This design comes from an exercise in tuning for small area, a short achievable clock period and few clock cycles per item on the open sky130 flow, not from production work. In this exercise RTL edits were held to simulation tests only and were not proved equivalent to the original. Power figures rest on the tool's default switching activity, not on a simulated workload.

==> v5 <==
==> flow/design.v (excerpt) <==
module lcd_ahb_top #(
   parameter logic [31:0] LCD_BASE = 32'hFFE1_0000
) (
   input  logic    HCLK,
   input  logic    HRESET,
   input  logic    HSEL,
   input  lcd_ahb_pkg::addr_t   HADDR,
   input  logic    HWRITE,
   input  lcd_ahb_pkg::htrans_t HTRANS,
   input  lcd_ahb_pkg::data_t   HWDATA,
   output lcd_ahb_pkg::data_t   HRDATA,
   output logic    HREADY,
   output lcd_ahb_pkg::data_t   lcd_timh,
   output lcd_ahb_pkg::data_t   lcd_timv,
   output lcd_ahb_pkg::data_t   lcd_pol,
   output lcd_ahb_pkg::data_t   lcd_le,
   output lcd_ahb_pkg::data_t   lcd_upbase,
   output lcd_ahb_pkg::data_t   lcd_lpbase,
   output lcd_ahb_pkg::data_t   lcd_ctrl,
   output lcd_ahb_pkg::data_t   lcd_intmsk,
   output lcd_ahb_pkg::data_t   crsr_ctrl,
   output lcd_ahb_pkg::data_t   crsr_cfg,
   output lcd_ahb_pkg::data_t   crsr_pal0,
   output lcd_ahb_pkg::data_t   crsr_pal1,
   output lcd_ahb_pkg::data_t   crsr_xy,
   output lcd_ahb_pkg::data_t   crsr_clip
);
   logic                  pal_hit;
   logic [13:0]           reg_hit;
   lcd_ahb_pkg::pal_idx_t pal_idx;
   logic                  pal_wr;
   lcd_ahb_pkg::pal_idx_t wr_pal_idx;
   logic [13:0]           reg_wr;
   lcd_ahb_pkg::data_t    reg_rdata;
   lcd_ahb_pkg::data_t    pal_rd_lo;
   lcd_ahb_pkg::data_t    pal_rd_hi;
   lcd_ahb_pkg::data_t    lookup_a;
   lcd_ahb_pkg::data_t    lookup_b;
   logic [lcd_ahb_pkg::NUM_REGS-1:0][31:0] regs;
   lcd_addr_decode #(
      .LCD_BASE (LCD_BASE)
   ) u_decode (
      .addr    (HADDR),
      .pal_hit (pal_hit),
      .reg_hit (reg_hit),
      .pal_idx (pal_idx)
   );
   assign lookup_a = {32{pal_hit}} & pal_rd_lo;
   assign lookup_b = ({32{pal_hit}} & pal_rd_hi) | reg_rdata;
   ahb_slave_ctrl u_ctrl (
      .HCLK       (HCLK),
      .HRESET     (HRESET),
      .HSEL       (HSEL),
      .HWRITE     (HWRITE),
      .HTRANS     (HTRANS),
      .HWDATA     (HWDATA),
      .pal_hit    (pal_hit),
      .reg_hit    (reg_hit),
      .pal_idx    (pal_idx),
      .lookup_a   (lookup_a),
      .lookup_b   (lookup_b),
      .HREADY     (HREADY),
      .HRDATA     (HRDATA),
      .pal_wr     (pal_wr),
      .wr_pal_idx (wr_pal_idx),
      .reg_wr     (reg_wr)
   );
   lcd_reg_bank u_regs (
      .HCLK      (HCLK),
      .HRESET    (HRESET),
      .reg_wr    (reg_wr),
  ...
clock: 6.0 ns
lec_check: 0
cap_margin: 20
core_margin: 2
core_utilization: 30
place_density: 0.35
setup_slack_margin: 2.5
slew_margin: 20
synth_memory_max_bits: 8192
run.sh (not shown) runs the stock make flow with config.mk's settings and CLKGATE_MAP_FILE= SYNTH_SCRIPT=/design/flow/synth_recipe.tcl, a recipe that flattens the netlist after the stock synthesis.
==> inputs of v39, as changes to v5 <==
Settings changed: CELL_PAD_IN_SITES_DETAIL_PLACEMENT set to 1, CELL_PAD_IN_SITES_GLOBAL_PLACEMENT set to 1, CORE_UTILIZATION 30 to 40, PLACE_DENSITY 0.35 to 0.45, SETUP_SLACK_MARGIN 2.5 to 2.8.
==> results.yml <==
floorplan:
  initial_core_util: 0.301
  core_um2: 573000
status:
  outcome: "complete, no violations"
pwr:
  combPwrFrac: 0.040
  total_power_mw: 71.0
layout:
  n_clock_buffer: 720
  final_util: 0.379
  seq_area_um2: 136000
timing:
  fin_crit_ns: 3.70
setup_path:
  critPathMaxFanout: 22
  max_stage_delay_ns: 0.59
  crit_family: "simple AND/OR/NAND/NOR gates"
  crit_cells: 11
  path_cells: "buf_12 > buf_4 > nor2b_2 > buf_4 > a22oi_1 > nor3_1 > a221oi_1 > nand4_1 > o41ai_2 > buf_4 > a31oi_1"
global_routing:
  grt_pass1_wl_um: 1270000
  grt_pass1_vias: 111000
placement:
  dp_cells: 18200
drt:
  wl_met3_um: 89200
  vias: 120000
Source of the figures above: v5

==> results.yml <==
status:
  outcome: "failed layout checks"
  failed_checks: "slew limit"
global_routing:
  grt_pass1_wl_um: 1250000
  grt_pass1_vias: 117000
floorplan:
  initial_core_util: 0.401
  core_um2: 430000
placement:
  dp_cells: 16300
setup_path:
  critPathMaxFanout: 26
  crit_cells: 17
  max_stage_delay_ns: 0.55
  crit_family: "buffers and inverters"
  path_cells: "buf_16 > buf_6 > buf_8 > buf_16 > buf_4 > buf_6 > nor4bb_4 > buf_6 > buf_12 > buf_12 > buf_12 > a22o_1 > nor3_1 > o32a_4 > o211ai_1 > buf_4 > a22o_1"
pwr:
  combPwrFrac: 0.045
layout:
  final_util: 0.516
  seq_area_um2: 136000
drt:
  wl_met3_um: 120000
timing:
  fin_crit_ns: 3.63
  slew_violations: 12
Source of the figures above: v39

Testbench counts of v5, summed over its fixed seeds: cycles 9,608, xfers 9,600.
Testbench counts of v39, summed over its fixed seeds: cycles 9,608, xfers 9,600.

-- afterwards: timing with drivers on the ports --
The results above use ideal ports. As a check the final layouts listed here were re-extracted and re-timed, cells and wires unchanged.
Step 1 assumes that a clkbuf_16 drives the clock port and a buf_2 every other input.
Step 2, shift: input delay + t, output delay - t, t = (earliest + latest rising clock arrival at the registers) / 2. This alone moves slack from input paths to output paths.
a / b / c = no drivers / after step 1 / after step 2; a / b = the first two.
run | t, ns | setup slack, ns | worst setup path after step 2
v5 | 1.228 | 2.304 / 2.134 / 0.906 | input to register
v39 | 1.187 | 2.368 / 2.174 / 0.987 | input to register
The setup slack of v5, which loses most, moves by -0.170 ns with the drivers and by -1.398 ns with both steps.
